Source: an optimization exercise on an open RTL-to-GDS flow (aim: small area, a short achievable clock period and few clock cycles per item). Production flows keep margins and buffers that such runs may drop. Where RTL was checked, it was by simulation tests only, not by an equivalence proof against the original. Power and IR drop assume default switching activity.

==> inputs of ember <==
==> flow/design.v (excerpt) <==
module tx_zc_phase_gen #(
    parameter int NZC_W  = tx_zc_pkg::ZC_NZC_W_DEF,
    parameter int OUT_W  = tx_zc_pkg::ZC_OUT_W_DEF,
    parameter int INV_W  = tx_zc_pkg::ZC_INV_W_DEF,
    parameter int PH_W   = NZC_W + 5
) (
    input  logic             sys_clk,
    input  logic             rst,
    input  logic             start,
    input  logic             abort,
    input  logic [NZC_W-1:0] zc_N_zc,
    input  logic [NZC_W-1:0] zc_len,
    input  logic [NZC_W-1:0] zc_start_index,
    input  logic [PH_W-1:0]  zc_Q,
    input  logic [PH_W-1:0]  zc_P,
    input  logic [INV_W-1:0] zc_inv_T,
    input  logic             theta_ready,
    output logic             theta_valid,
    output logic [OUT_W-1:0] theta_data,
    output logic             theta_last,
    output logic             busy,
    output logic             cfg_err
);
export LEC_CHECK = 0
export CAP_MARGIN = 5
export CORE_MARGIN = 2
export CORE_UTILIZATION = 40
export CTS_BUF_LIST = sky130_fd_sc_hd__clkbuf_8
export CTS_CLUSTER_DIAMETER = 70
export CTS_CLUSTER_SIZE = 24
export SETUP_SLACK_MARGIN = 4.4
export SLEW_MARGIN = 5
export TNS_END_PERCENT = 10
create_clock -name core_clock -period 8.0 [get_ports {sys_clk}]
standard.sh (not shown) runs the stock make flow with config.mk's settings and CLKGATE_MAP_FILE= SYNTH_SCRIPT=/design/flow/synth_recipe.tcl, a recipe that flattens the netlist after the stock synthesis.
==> flow/flow/run.sh <==
#!/bin/bash
# The standard layout, with the ports buffered by buf_1 cells instead of the
# default choice of buffer cell.
set -euo pipefail
export BUFFER_PORTS_ARGS="-buffer_cell sky130_fd_sc_hd__buf_1"
bash standard.sh > standard.log 2>&1
==> pepper: changes against ember <==
--- a/flow/design.v
+++ b/flow/design.v
@@ -820,13 +820,13 @@
     logic [16:0] w_e_nxt;
     logic [1:0]  w_p3;
     logic [4:0]  w_pm;
     logic [3:0]  w_zl_s;
     logic [4:0]  w_z_nxt, w_zth5;
     logic [16:0] w_zth;
-    logic [17:0] r_mul_b;        
+    logic [17:0] w_mul_b;
     logic [11:0] w_sat;
     logic [16:0] w_prod;
     logic        w_th_ld;
     logic [16:0] w_th_d;
     assign w_qc_a   = {3'b000, zc_N_zc};
     assign w_qc_b   = ~{1'b0, zc_N_zc, 2'b00};
@@ -900,16 +900,14 @@
         if (r_ph_q2)      w_th_d = '0;
         else if (r_ph_w3) w_th_d = w_prod;
         else if (r_wrap)  w_th_d = w_zth;
         else              w_th_d = w_th_nxt;
     end
     assign w_th_ld = r_ph_q2 || (w_adv && (r_ph_run || r_ph_w3));
-    always_ff @(posedge sys_clk) begin
-        r_mul_b <= ((r_ph_w1 && w_adv) || (r_ph_w2 && !w_adv)) ? {r_nzc, 6'b000000} : r_inv;
-    end
-    tx_zc_mul u_mul (.clk(sys_clk), .i_en(w_adv), .i_th(r_th), .i_inv(r_mul_b),
+    assign w_mul_b = r_ph_w2 ? {r_nzc, 6'b000000} : r_inv;
+    tx_zc_mul u_mul (.clk(sys_clk), .i_en(w_adv), .i_th(r_th), .i_inv(w_mul_b),
                      .o_y(w_sat), .o_p(w_prod));
     assign w_e0_nxt   = !rst && !abort && r_busy && r_ph_q2;
     assign w_wrap_nxt = r_ph_q2 ? 1'b0 : (w_step ? (!r_wrap && r_mc == 12'd2) : r_wrap);
     always_ff @(posedge sys_clk) begin
         if (rst || abort) begin
             r_busy      <= 1'b0;
@@ -977,17 +975,17 @@
     end
     always_ff @(posedge sys_clk) begin
         if (w_th_ld) begin
             r_th <= w_th_d;
         end
         r_t3   <= w_3n;
+        r_pm   <= w_pm;
         r_wrap <= w_wrap_nxt;
         r_usep <= w_e0_nxt || w_wrap_nxt;
         if (r_ph_q2) begin
             r_mc   <= r_nzc;
-            r_pm   <= w_pm;
             r_z    <= w_pm;
         end
         if (r_ph_e0) begin
             r_e <= w_e_nxt;
         end
         if (w_step) begin
==> flow/config.mk (replaced) <==
export PLATFORM = sky130hd
export DESIGN_NAME = tx_zc_phase_gen
export DESIGN_NICKNAME = tx_zc_phase_gen
export VERILOG_FILES = /design/flow/design.v
export SDC_FILE = /design/flow/constraint.sdc
export NUM_CORES = 4
export LEC_CHECK = 0
export CAP_MARGIN = 20
export CORE_MARGIN = 2
export CORE_UTILIZATION = 40
export CTS_BUF_LIST = sky130_fd_sc_hd__clkbuf_8
export CTS_CLUSTER_DIAMETER = 60
export CTS_CLUSTER_SIZE = 20
export SETUP_SLACK_MARGIN = 4.0
export SLEW_MARGIN = 20
==> zinc: changes against ember <==
--- a/flow/design.v
+++ b/flow/design.v
@@ -820,13 +820,13 @@
     logic [16:0] w_e_nxt;
     logic [1:0]  w_p3;
     logic [4:0]  w_pm;
     logic [3:0]  w_zl_s;
     logic [4:0]  w_z_nxt, w_zth5;
     logic [16:0] w_zth;
-    logic [17:0] r_mul_b;        
+    logic [17:0] w_mul_b;
     logic [11:0] w_sat;
     logic [16:0] w_prod;
     logic        w_th_ld;
     logic [16:0] w_th_d;
     assign w_qc_a   = {3'b000, zc_N_zc};
     assign w_qc_b   = ~{1'b0, zc_N_zc, 2'b00};
@@ -900,16 +900,14 @@
         if (r_ph_q2)      w_th_d = '0;
         else if (r_ph_w3) w_th_d = w_prod;
         else if (r_wrap)  w_th_d = w_zth;
         else              w_th_d = w_th_nxt;
     end
     assign w_th_ld = r_ph_q2 || (w_adv && (r_ph_run || r_ph_w3));
-    always_ff @(posedge sys_clk) begin
-        r_mul_b <= ((r_ph_w1 && w_adv) || (r_ph_w2 && !w_adv)) ? {r_nzc, 6'b000000} : r_inv;
-    end
-    tx_zc_mul u_mul (.clk(sys_clk), .i_en(w_adv), .i_th(r_th), .i_inv(r_mul_b),
+    assign w_mul_b = r_ph_w2 ? {r_nzc, 6'b000000} : r_inv;
+    tx_zc_mul u_mul (.clk(sys_clk), .i_en(w_adv), .i_th(r_th), .i_inv(w_mul_b),
                      .o_y(w_sat), .o_p(w_prod));
     assign w_e0_nxt   = !rst && !abort && r_busy && r_ph_q2;
     assign w_wrap_nxt = r_ph_q2 ? 1'b0 : (w_step ? (!r_wrap && r_mc == 12'd2) : r_wrap);
     always_ff @(posedge sys_clk) begin
         if (rst || abort) begin
             r_busy      <= 1'b0;
--- a/flow/config.mk
+++ b/flow/config.mk
@@ -6,11 +6,11 @@
 export NUM_CORES = 4
 export LEC_CHECK = 0
 export CAP_MARGIN = 5
 export CORE_MARGIN = 2
 export CORE_UTILIZATION = 40
 export CTS_BUF_LIST = sky130_fd_sc_hd__clkbuf_8
-export CTS_CLUSTER_DIAMETER = 70
-export CTS_CLUSTER_SIZE = 24
-export SETUP_SLACK_MARGIN = 4.4
+export CTS_CLUSTER_DIAMETER = 60
+export CTS_CLUSTER_SIZE = 20
+export SETUP_SLACK_MARGIN = 4.3
 export SLEW_MARGIN = 5
 export TNS_END_PERCENT = 10
==> tundra: changes against ember <==
--- a/flow/config.mk
+++ b/flow/config.mk
@@ -6,11 +6,11 @@
 export NUM_CORES = 4
 export LEC_CHECK = 0
 export CAP_MARGIN = 5
 export CORE_MARGIN = 2
 export CORE_UTILIZATION = 40
 export CTS_BUF_LIST = sky130_fd_sc_hd__clkbuf_8
-export CTS_CLUSTER_DIAMETER = 70
-export CTS_CLUSTER_SIZE = 24
+export CTS_CLUSTER_DIAMETER = 60
+export CTS_CLUSTER_SIZE = 20
 export SETUP_SLACK_MARGIN = 4.4
 export SLEW_MARGIN = 5
 export TNS_END_PERCENT = 10
==> comparison <==
Synthesized area: ember is larger than zinc (about 2%).
Count of clock-buffer cells in the layout, highest first: tundra, zinc, ember, pepper.
Sequential power is about the same in ember and tundra.
Clock skew: tundra < zinc < pepper < ember.
Maximum frequency, lowest first: pepper, zinc, tundra, ember.
Synthesized cell count is the same in tundra and ember.
Testbench counts of ember, summed over its fixed seeds: cycles 47,060, items 46,621.
Testbench counts of tundra, summed over its fixed seeds: cycles 47,060, items 46,621.
The RTL of pepper and zinc was laid out without a check of its function.

port drivers added, routing unchanged:
The results above use ideal ports. As a check the final layouts listed here were re-extracted and re-timed, cells and wires unchanged. Step 1: set_driving_cell puts a clkbuf_16 on sys_clk and a buf_2 on each other input, an assumption about the parent block. Step 2 adds t to the input delays and takes it off the output delays; t is the mean of the earliest and latest rising clock arrival at the registers after step 1. Input paths then give back, and output paths get back, about the clock's delay inside the block. Slacks: no drivers / after step 1 / after step 2; pairs: no drivers / after step 1.
run	t, ns	slack for setup (ns)	worst setup path at the end	worst data-port slew with drivers (ns)	pins driven straight from the clock port
ember	0.734	4.424 / 4.439 / 3.724	input to register	0.07	1
pepper	0.740	4.068 / 4.068 / 3.482	input to register	0.06	1
zinc	0.674	4.098 / 4.098 / 3.822	input to register	0.06	1
tundra	0.685	4.386 / 4.400 / 3.735	input to register	0.07	1
After both steps every run listed still meets setup and hold. For ember, which loses most, drivers alone change the setup slack by +0.015 ns; drivers and shift together by -0.700 ns.
